What follows belongs to an exercise in optimizing a design on an open flow for small area; a production flow would make more cautious choices. Function was checked by simulation only, so behaviour that the tests miss may differ from the original. No activity file was given, so power comes from the tool's default toggle rates.

==> flow/design.v <==
package riscv_pkg;
  localparam int ALU     = 0;
  localparam int SFT     = 1;
  localparam int BU      = 2;
  localparam int LSU     = 3;
  localparam int NB_UNIT = 4;
  localparam int ADD  = 0;
  localparam int SUB  = 1;
  localparam int AND  = 2;
  localparam int OR   = 3;
  localparam int XOR  = 4;
  localparam int SLT  = 5;
  localparam int SLTU = 6;
  localparam int SLL  = 7;
  localparam int SRL  = 8;
  localparam int SRA  = 9;
  localparam int BEQ  = 10;
  localparam int BNE  = 11;
  localparam int BLT  = 12;
  localparam int BGE  = 13;
  localparam int JAL  = 14;
  localparam int JALR = 15;
  localparam int LD   = 16;
  localparam int ST   = 17;
  localparam int NB_OPERATION = 18;
  localparam int SZ_B = 0;
  localparam int SZ_H = 1;
  localparam int SZ_W = 2;
  typedef struct packed {
    logic [32-1:0]        pc;
    logic                    rd_v;
    logic [5-1:0]     rd_adr;
    logic [32:0]          rs1_data;
    logic [32:0]          rs2_data;
    logic [32-1:0]        immediat;
    logic [2:0]              access_size;
    logic                    unsign_extension;
    logic [NB_UNIT-1:0]      unit;
    logic [NB_OPERATION-1:0] operation;
  } dec_exe_t;
  typedef struct packed {
    logic             adr_v;
    logic [32-1:0] adr;
    logic             is_store;
    logic [32-1:0] store_data;
    logic [2:0]       access_size;
  } mem_req_t;
  typedef struct packed {
    logic                v;
    logic [5-1:0] adr;
    logic [32-1:0]    data;
  } wbk_t;
  typedef struct packed {
    logic [32-1:0] pc;
    logic             branch_instr;
    logic             feedback;
    logic             success;
    logic             failed;
  } pred_fb_t;
endpackage
`timescale 1ns/1ps
import riscv_pkg::*;
module alu (
  input  logic [32:0]           rs1_data_i,
  input  logic [32:0]           rs2_data_i,
  input  logic                     alu_en_i,
  input  logic [NB_OPERATION-1:0]  cmd_i,
  output logic [32-1:0]         data_o
);
  logic [32-1:0] sum;
  logic [32-1:0] diff;
  logic             less;
  logic [32-1:0] res;
  assign sum  = rs1_data_i[32-1:0] + rs2_data_i[32-1:0];
  assign diff = rs1_data_i[32-1:0] - rs2_data_i[32-1:0];
  assign less = $signed(rs1_data_i) < $signed(rs2_data_i);
  always_comb begin
    res = '0;
    if (cmd_i[ADD]) begin
      res = sum;
    end else if (cmd_i[SUB]) begin
      res = diff;
    end else if (cmd_i[AND]) begin
      res = rs1_data_i[32-1:0] & rs2_data_i[32-1:0];
    end else if (cmd_i[OR]) begin
      res = rs1_data_i[32-1:0] | rs2_data_i[32-1:0];
    end else if (cmd_i[XOR]) begin
      res = rs1_data_i[32-1:0] ^ rs2_data_i[32-1:0];
    end else if (cmd_i[SLT] | cmd_i[SLTU]) begin
      res = {{(32-1){1'b0}}, less};
    end
  end
  assign data_o = alu_en_i ? res : '0;
endmodule
`timescale 1ns/1ps
import riscv_pkg::*;
module shifter (
  input  logic [32-1:0]         rs1_data_i,
  input  logic [32-1:0]         rs2_data_i,
  input  logic                     shifter_en_i,
  input  logic [NB_OPERATION-1:0]  cmd_i,
  output logic [32-1:0]         data_o
);
  logic [$clog2(32)-1:0] shamt;
  logic [32-1:0]         res;
  assign shamt = rs2_data_i[$clog2(32)-1:0];
  always_comb begin
    res = '0;
    if (cmd_i[SLL]) begin
      res = rs1_data_i << shamt;
    end else if (cmd_i[SRL]) begin
      res = rs1_data_i >> shamt;
    end else if (cmd_i[SRA]) begin
      res = $signed(rs1_data_i) >>> shamt;
    end
  end
  assign data_o = shifter_en_i ? res : '0;
endmodule
`timescale 1ns/1ps
import riscv_pkg::*;
module bu (
  input  logic [32:0]           rs1_data_i,
  input  logic [32:0]           rs2_data_i,
  input  logic [32-1:0]         immediat_i,
  input  logic [32-1:0]         pc_data_i,
  input  logic                     bu_en_i,
  input  logic [NB_OPERATION-1:0]  cmd_i,
  input  logic                     pred_v_i,
  input  logic                     pred_is_taken_i,
  output logic                     branch_v_o,
  output logic [32-1:0]         pc_nxt_o,
  output logic [32-1:0]         data_o,
  output logic                     pred_feedback_o,
  output logic                     pred_success_o,
  output logic                     pred_failed_o
);
  logic             equal;
  logic             less;
  logic             jump;
  logic             taken;
  logic [32-1:0] pc_plus4;
  logic [32-1:0] jalr_sum;
  logic [32-1:0] target;
  logic             pred_ok;
  assign equal = rs1_data_i[32-1:0] == rs2_data_i[32-1:0];
  assign less  = $signed(rs1_data_i) < $signed(rs2_data_i);
  assign jump  = cmd_i[JAL] | cmd_i[JALR];
  assign taken = (cmd_i[BEQ] & equal)
               | (cmd_i[BNE] & ~equal)
               | (cmd_i[BLT] & less)
               | (cmd_i[BGE] & ~less)
               | jump;
  assign pc_plus4 = pc_data_i + 32'd4;
  assign jalr_sum = rs1_data_i[32-1:0] + immediat_i;
  assign target   = cmd_i[JALR] ? {jalr_sum[32-1:1], 1'b0} : pc_data_i + immediat_i;
  assign pc_nxt_o = taken ? target : pc_plus4;
  assign data_o   = (bu_en_i & jump) ? pc_plus4 : '0;
  assign pred_ok = pred_v_i & (pred_is_taken_i == taken);
  assign branch_v_o = bu_en_i & ~pred_ok;
  assign pred_feedback_o = bu_en_i & pred_v_i;
  assign pred_success_o  = bu_en_i & pred_ok;
  assign pred_failed_o   = bu_en_i & ((pred_v_i & ~pred_ok) | (~pred_v_i & taken));
endmodule
`timescale 1ns/1ps
import riscv_pkg::*;
module lsu (
  input  logic [32-1:0]  rs1_data_i,
  input  logic [32-1:0]  immediat_i,
  input  logic              lsu_en_i,
  input  logic [2:0]        access_size_i,
  input  logic              unsign_extension_i,
  input  logic [32-1:0]  load_data_i,
  output logic [32-1:0]  adr_o,
  output logic [32-1:0]  lsu_data_o
);
  logic             byte_sign;
  logic             half_sign;
  logic [32-1:0] ext_data;
  assign adr_o = rs1_data_i + immediat_i;
  assign byte_sign = ~unsign_extension_i & load_data_i[7];
  assign half_sign = ~unsign_extension_i & load_data_i[15];
  always_comb begin
    ext_data = '0;
    if (access_size_i[SZ_B]) begin
      ext_data = {{(32-8){byte_sign}}, load_data_i[7:0]};
    end else if (access_size_i[SZ_H]) begin
      ext_data = {{(32-16){half_sign}}, load_data_i[15:0]};
    end else if (access_size_i[SZ_W]) begin
      ext_data = load_data_i;
    end
  end
  assign lsu_data_o = lsu_en_i ? ext_data : '0;
endmodule
`timescale 1ns/1ps
import riscv_pkg::*;
module exe (
  input  logic              clk,
  input  logic              reset_n,
  input  riscv_pkg::dec_exe_t          dec_i,
  input  logic              pred_v_i,
  input  logic              pred_is_taken_i,
  input  logic [32-1:0]  load_data_i,
  output riscv_pkg::mem_req_t mem_req_o,
  output riscv_pkg::wbk_t exe_fwd_o,
  output riscv_pkg::wbk_t wbk_o,
  output logic              flush_v_q_o,
  output logic [32-1:0]  pc_data_q_o,
  output riscv_pkg::pred_fb_t pred_fb_q_o
);
  logic             cancel;
  logic             alu_en;
  logic             shifter_en;
  logic             bu_en;
  logic             lsu_en;
  logic [32-1:0] alu_res;
  logic [32-1:0] shifter_res;
  logic [32-1:0] bu_res;
  logic [32-1:0] lsu_res;
  logic [32-1:0] lsu_adr;
  logic             branch_v;
  logic [32-1:0] bu_pc_nxt;
  logic             bu_pred_feedback;
  logic             bu_pred_success;
  logic             bu_pred_failed;
  logic             rd_v_nxt;
  logic [32-1:0] res_data_nxt;
  riscv_pkg::wbk_t wbk_q;
  logic             flush_v_q;
  logic             flush_v_dly1_q;
  logic [32-1:0] pc_data_q;
  logic [32-1:0] fb_pc_q;
  logic             branch_instr_q;
  logic             pred_feedback_q;
  logic             pred_success_q;
  logic             pred_failed_q;
  alu u_alu (
    .rs1_data_i (dec_i.rs1_data),
    .rs2_data_i (dec_i.rs2_data),
    .alu_en_i   (alu_en),
    .cmd_i      (dec_i.operation),
    .data_o     (alu_res)
  );
  shifter u_shifter (
    .rs1_data_i   (dec_i.rs1_data[32-1:0]),
    .rs2_data_i   (dec_i.rs2_data[32-1:0]),
    .shifter_en_i (shifter_en),
    .cmd_i        (dec_i.operation),
    .data_o       (shifter_res)
  );
  bu u_bu (
    .rs1_data_i      (dec_i.rs1_data),
    .rs2_data_i      (dec_i.rs2_data),
    .immediat_i      (dec_i.immediat),
    .pc_data_i       (dec_i.pc),
    .bu_en_i         (bu_en),
    .cmd_i           (dec_i.operation),
    .pred_v_i        (pred_v_i),
    .pred_is_taken_i (pred_is_taken_i),
    .branch_v_o      (branch_v),
    .pc_nxt_o        (bu_pc_nxt),
    .data_o          (bu_res),
    .pred_feedback_o (bu_pred_feedback),
    .pred_success_o  (bu_pred_success),
    .pred_failed_o   (bu_pred_failed)
  );
  lsu u_lsu (
    .rs1_data_i         (dec_i.rs1_data[32-1:0]),
    .immediat_i         (dec_i.immediat),
    .lsu_en_i           (lsu_en),
    .access_size_i      (dec_i.access_size),
    .unsign_extension_i (dec_i.unsign_extension),
    .load_data_i        (load_data_i),
    .adr_o              (lsu_adr),
    .lsu_data_o         (lsu_res)
  );
  assign cancel     = flush_v_q | flush_v_dly1_q;
  assign alu_en     = dec_i.unit[ALU] & ~cancel;
  assign shifter_en = dec_i.unit[SFT] & ~cancel;
  assign bu_en      = dec_i.unit[BU]  & ~cancel;
  assign lsu_en     = dec_i.unit[LSU] & ~cancel;
  assign mem_req_o.adr_v       = lsu_en;
  assign mem_req_o.adr         = lsu_adr;
  assign mem_req_o.is_store    = lsu_en & dec_i.operation[ST];
  assign mem_req_o.store_data  = {32{lsu_en}} & dec_i.rs2_data[32-1:0];
  assign mem_req_o.access_size = dec_i.access_size;
  assign rd_v_nxt = dec_i.rd_v & ~cancel;
  assign res_data_nxt = alu_res
                      | shifter_res
                      | bu_res
                      | ({32{~dec_i.operation[ST]}} & lsu_res);
  assign exe_fwd_o.v    = rd_v_nxt;
  assign exe_fwd_o.adr  = dec_i.rd_adr;
  assign exe_fwd_o.data = res_data_nxt;
  always_ff @(posedge clk or negedge reset_n) begin
    if (!reset_n) begin
      wbk_q           <= '0;
      flush_v_q       <= 1'b0;
      flush_v_dly1_q  <= 1'b0;
      branch_instr_q  <= 1'b0;
      pred_feedback_q <= 1'b0;
      pred_success_q  <= 1'b0;
      pred_failed_q   <= 1'b0;
    end else begin
      wbk_q           <= exe_fwd_o;
      flush_v_q       <= branch_v;
      flush_v_dly1_q  <= flush_v_q;
      branch_instr_q  <= bu_en;
      pred_feedback_q <= bu_pred_feedback;
      pred_success_q  <= bu_pred_success;
      pred_failed_q   <= bu_pred_failed;
    end
  end
  always_ff @(posedge clk) begin
    pc_data_q <= bu_pc_nxt;
    fb_pc_q   <= dec_i.pc;
  end
  assign wbk_o       = wbk_q;
  assign flush_v_q_o = flush_v_q;
  assign pc_data_q_o = pc_data_q;
  assign pred_fb_q_o.pc           = fb_pc_q;
  assign pred_fb_q_o.branch_instr = branch_instr_q;
  assign pred_fb_q_o.feedback     = pred_feedback_q;
  assign pred_fb_q_o.success      = pred_success_q;
  assign pred_fb_q_o.failed       = pred_failed_q;
endmodule
`timescale 1ns/1ps
import riscv_pkg::*;
module exe_top (
  input  logic                     clk,
  input  logic                     reset_n,
  input  logic [32-1:0]         dec_pc_i,
  input  logic                     dec_rd_v_i,
  input  logic [5-1:0]      dec_rd_adr_i,
  input  logic [32:0]           dec_rs1_data_i,
  input  logic [32:0]           dec_rs2_data_i,
  input  logic [32-1:0]         dec_immediat_i,
  input  logic [2:0]               dec_access_size_i,
  input  logic                     dec_unsign_extension_i,
  input  logic [NB_UNIT-1:0]       dec_unit_i,
  input  logic [NB_OPERATION-1:0]  dec_operation_i,
  input  logic                     pred_v_i,
  input  logic                     pred_is_taken_i,
  input  logic [32-1:0]         load_data_i,
  output logic                     mem_adr_v_o,
  output logic [32-1:0]         mem_adr_o,
  output logic                     mem_is_store_o,
  output logic [32-1:0]         mem_store_data_o,
  output logic [2:0]               mem_access_size_o,
  output logic                     exe_fwd_v_o,
  output logic [5-1:0]      exe_fwd_adr_o,
  output logic [32-1:0]         exe_fwd_data_o,
  output logic                     wbk_v_o,
  output logic [5-1:0]      wbk_adr_o,
  output logic [32-1:0]         wbk_data_o,
  output logic                     flush_v_q_o,
  output logic [32-1:0]         pc_data_q_o,
  output logic [32-1:0]         pred_fb_pc_o,
  output logic                     pred_fb_branch_instr_o,
  output logic                     pred_fb_feedback_o,
  output logic                     pred_fb_success_o,
  output logic                     pred_fb_failed_o
);
  riscv_pkg::dec_exe_t dec;
  riscv_pkg::mem_req_t mem_req;
  riscv_pkg::wbk_t exe_fwd;
  riscv_pkg::wbk_t wbk;
  riscv_pkg::pred_fb_t pred_fb;
  assign dec.pc               = dec_pc_i;
  assign dec.rd_v             = dec_rd_v_i;
  assign dec.rd_adr           = dec_rd_adr_i;
  assign dec.rs1_data         = dec_rs1_data_i;
  assign dec.rs2_data         = dec_rs2_data_i;
  assign dec.immediat         = dec_immediat_i;
  assign dec.access_size      = dec_access_size_i;
  assign dec.unsign_extension = dec_unsign_extension_i;
  assign dec.unit             = dec_unit_i;
  assign dec.operation        = dec_operation_i;
  exe u_exe (
    .clk             (clk),
    .reset_n         (reset_n),
    .dec_i           (dec),
    .pred_v_i        (pred_v_i),
    .pred_is_taken_i (pred_is_taken_i),
    .load_data_i     (load_data_i),
    .mem_req_o       (mem_req),
    .exe_fwd_o       (exe_fwd),
    .wbk_o           (wbk),
    .flush_v_q_o     (flush_v_q_o),
    .pc_data_q_o     (pc_data_q_o),
    .pred_fb_q_o     (pred_fb)
  );
  assign mem_adr_v_o            = mem_req.adr_v;
  assign mem_adr_o              = mem_req.adr;
  assign mem_is_store_o         = mem_req.is_store;
  assign mem_store_data_o       = mem_req.store_data;
  assign mem_access_size_o      = mem_req.access_size;
  assign exe_fwd_v_o            = exe_fwd.v;
  assign exe_fwd_adr_o          = exe_fwd.adr;
  assign exe_fwd_data_o         = exe_fwd.data;
  assign wbk_v_o                = wbk.v;
  assign wbk_adr_o              = wbk.adr;
  assign wbk_data_o             = wbk.data;
  assign pred_fb_pc_o           = pred_fb.pc;
  assign pred_fb_branch_instr_o = pred_fb.branch_instr;
  assign pred_fb_feedback_o     = pred_fb.feedback;
  assign pred_fb_success_o      = pred_fb.success;
  assign pred_fb_failed_o       = pred_fb.failed;
endmodule
==> flow/run.sh <==
#!/bin/bash
# synth_recipe.tcl (not shown) runs the flow's synth.tcl, then flattens the netlist and writes it again
# the make line also repeats each setting of config.mk as NAME=value (left out here)
make -C /OpenROAD-flow-scripts/flow DESIGN_CONFIG=/design/flow/config.mk WORK_HOME=/design/flow/orfs CLKGATE_MAP_FILE= SYNTH_SCRIPT=/design/flow/synth_recipe.tcl finish
==> flow/config.mk <==
export PLATFORM = sky130hd
export DESIGN_NAME = exe_top
export DESIGN_NICKNAME = exe_top
export VERILOG_FILES = /design/flow/design.v
export SDC_FILE = /design/flow/constraint.sdc
export NUM_CORES = 4
export LEC_CHECK = 0
export CAP_MARGIN = 20
export CORE_AREA = 5 5 245 245
export DIE_AREA = 0 0 250 250
export SLEW_MARGIN = 20
==> flow/constraint.sdc <==
create_clock -name core_clock -period 8.0 [get_ports {clk}]
set_input_delay 1.6000 -clock core_clock [delete_from_list [all_inputs] [get_ports {clk}]]
set_output_delay 1.6000 -clock core_clock [all_outputs]
set_load 0.01 [all_outputs]
==> impl_metrics.ini <==
[run_status]
status = complete, no violations

[timing]
hold_viol = 0
holdWs_ns = 0.4215
max_freq_ghz = 0.1293
setup_violations = 0
setup_tns_ns = 0
slew_violations = 0
tightestPinTransition_ns = 1.018
slew_headroom = 0.3198
fin_crit_sh = 0.9665
clock_skew_ns = 0.01848
min_period_ns = 7.732
rsz0062_at_grt = no

[placed_design]
placed_area_um2 = 22300
finalWeightedCongestion = 1.017
port_buffers = 410
hpwl_mm = 78.06
dp.cells = 3473

[critical_path]
max_stage_delay_ns = 0.51
end_kind = primary output
critPathMaxFanout = 5
worstSetupStartpointType = input port
crit_chain = clkdlybuf4s50_1 -> inv_1 -> ha_1 -> inv_1 -> fa_1 -> nor2b_1 -> o21ai_1 -> a311oi_1 -> buf_4 -> nor4_1 -> buf_4 -> o21bai_1 -> a211o_1 -> o211ai_1 -> mux2_2 -> a211oi_1 -> o21ai_0 -> buf_4 -> clkdlybuf4s50_1
crit_top_cell = buf_4
path_class = in2out
crit_slowest_cell = clkdlybuf4s50_1
arrival_ns = 6.13
required_ns = 6.40

[synth]
synth.top_cell.area_share = 0.1199
synth_area_leaders = ha_1 12%, a21oi_1 8.6%, dfxtp_1 7.6%
synth_common_cells = 294 x nor2_1, 290 x a21oi_1, 165 x o21ai_0, 161 x ha_1, 161 x nand2_1
syn_inst = 2305
ys_ff_latch = 108
synthDistinctLibCells = 88
ys_async_sr_fraction = 0.4074
yosysTopAreaCell = ha_1
synth_top_flop_cell = dfxtp_1
yosys.cell_count.top_type = nor2_1
synth_fp_nets = 2668
syn_area_um2 = 16800
synth_edf_count = 0
yosysWarningCount = 4
synth-seq-area-share = 0.1418
syn_area_per_cell_um2 = 7.290

[floorplanning]
die_w_um = 250
die_y_um = 250
rows = 88
die-area_um2 = 62500
core-area_um2 = 57370
initial_core_util = 0.2929
io_pins = 412

[drt]
num_vias = 20640
detail-route-antenna-nets = 0
routedWlPerCell_um = 27.57
via_per_inst = 5.911
drtIter0Drc = 2583
drt_first_pass_iters = 6
wl_mm = 96.27
drcViolationCount = 0

[power]
p_per_area_nw_per_um2 = 136.8
total_leakage_power_uw = 0.009477
ir_drop_uv = 129.0

[global_routing]
grt_pass1_vias = 19789
antenna_found_initial = 3
overflow = 0
grt_pass1_wl_mm = 137.3
track_usage = 0.2916
grt_max_degree = 64

[clock_tree]
clockRootBuffer = clkbuf_16
cts.sinks = 108
clk_latency_ns = 0.41
max-clock-path-buffers = 2
cts_tree = done
h-tree-depth = 3
cts_buffers = 9
cts.clk_slew.worst_paths_ns = 0.08

[layout]
drive_above_1_share = 0.09802
nets = 3082
syn_to_final_growth_pct = 34.62
final_area_um2 = 22620
finalNonFillerCells = 3492

[job]
cap_violations = 0

[worst_hold_path]
hold_path_class = reg2reg
state kept, by name, indices dropped and copies added (netlist names):
signal and cells:
u_exe.wbk_q 38, u_exe.fb_pc_q 32, u_exe.pc_data_q 32, u_exe.branch_instr_q 1, u_exe.flush_v_dly1_q 1, u_exe.flush_v_q 1, u_exe.pred_failed_q 1, u_exe.pred_feedback_q 1
u_exe.pred_success_q 1
cells in the final DEF (no fill, tap or decap), drive strengths merged, types with 10 or more instances in the layout:
| master | instances |
|---|---|
| a21oi | 291 |
| a211oi | 42 |
| o31ai | 21 |
| o21ai | 168 |
| o22ai | 35 |
| a21boi | 11 |
| clkdlybuf4s50 | 403 |
| xnor2 | 64 |
| mux2 | 12 |
| nor4 | 10 |
| nor2 | 296 |
| nand2b | 25 |
| xor2 | 37 |
| nor3 | 43 |
| nand3 | 45 |
| dfrtp | 44 |
| o211ai | 34 |
| nand2 | 161 |
| a21o | 38 |
| ha | 161 |
| and3 | 24 |
| dfxtp | 64 |
| inv | 131 |
| a31oi | 23 |
| clkbuf | 11 |
| a22oi | 10 |
| o221ai | 16 |
| and2 | 14 |
| or2 | 10 |
| o21bai | 17 |
| o311ai | 10 |
| a221oi | 13 |
| a211o | 13 |
| nor2b | 38 |
| mux4 | 48 |
| mux2i | 74 |
| buf | 151 |
repair_timing:
action,4_1_cts,5_1_grt
gates resized for setup,0,2
hold endpoints to repair,0,0
endpoints found under the setup margin,0,2
buffers inserted,0,0
hold buffers,0,0
kinds of logic after synthesis:
family / synth area share
buffers and inverters: 0.06716
XOR/XNOR: 0.05264
AO/OA/AOI/OAI: 0.3057
AND/OR/NAND/NOR: 0.1917
multiplexers: 0.1165
adder cells (fa/ha/maj): 0.1246
flip-flops: 0.1418
per-layer routing:
| layer | routed length (µm) | track usage | vias up |
|---|---|---|---|
| li1 | - | - | 9253 |
| met1 | 40010 | 0.3856 | 9987 |
| met2 | 43090 | 0.4681 | 1209 |
| met3 | 8882 | 0.05950 | 185 |
| met4 | 4248 | 0.1146 | 6 |
| met5 | 43 | 0 | - |
final timing paths:
check                      cells past startpoint               from                    to  slack [ns]
setup reg to reg                               9    u_exe.flush_v_q       u_exe.wbk_q[31]        4.89
setup / recovery                              19  dec_rs1_data_i[0]    exe_fwd_data_o[30]        0.27
hold reg to reg                                0    u_exe.flush_v_q  u_exe.flush_v_dly1_q        0.42
max in group asynchronous                      2            reset_n  u_exe.pred_success_q        6.16
min in group asynchronous                      2            reset_n        u_exe.wbk_q[1]        1.34
hold / removal                                 0    u_exe.flush_v_q  u_exe.flush_v_dly1_q        0.42
worst max-delay path, delay by kind of cell:
family                   cells  cell delay, ns
buffers and inverters        7            1.73
AND/OR/NAND/NOR              2            0.45
adder cells (fa/ha/maj)      2            0.58
multiplexers                 1            0.37
AO/OA/AOI/OAI                7            1.39
where the power goes:
part | leakage (µW) | total [µW] | internal [µW] | switching [µW]
Clock | 0.000146 | 504 | 238 | 267
Combinational | 0.00825 | 1950 | 833 | 1110
Sequential | 0.00109 | 644 | 621 | 22.4
stage by stage:
step           total power, µW  setup slack, ns    util
2_1_floorplan             1595            1.066       -
3_3_place_gp              2563           0.1781  0.3887
3_5_place_dp              2559           0.1779  0.3887
4_1_cts                   3081           0.1568  0.3941
5_1_grt                   3239          0.01256  0.3942
6_report                  3095           0.2679  0.3943
layout make-up:
type / count / area (µm²)
antenna: 3 / 7.507
clock inverter: 5 / 52.55
tap: 765 / 957.2
inverter: 130 / 488.0
multi-input combinational: 1916 / 13310
clock buffer: 11 / 254.0
fill: 5928 / 34740
timing repair buffer: 554 / 5167
sequential: 108 / 2382

==> re-timing with driven ports <==
In the flow no input, the clock included, has a driving cell. The finished layout below was timed again as built, in two steps.
Step 1 (the two cells are an assumption about what drives the block):
set clk [get_ports {clk}]
set_driving_cell -lib_cell sky130_fd_sc_hd__clkbuf_16 $clk
set_driving_cell -lib_cell sky130_fd_sc_hd__buf_2 [delete_from_list [all_inputs] $clk]
Step 2 also shifts input and output timing later by t, the mid clock arrival at the registers, as if the neighbouring blocks saw the same clock.
Three values: ideal ports, drivers, drivers and shift; two values: the first two.
t, ns: 0.452
setup slack, ns: 0.268 / 0.232 / 0.232
latest minus earliest clock arrival (ns): 0.021 / 0.020
After both steps this run still meets setup and hold. The setup slack of this run moves by -0.036 ns with the drivers and by -0.036 ns with both steps.
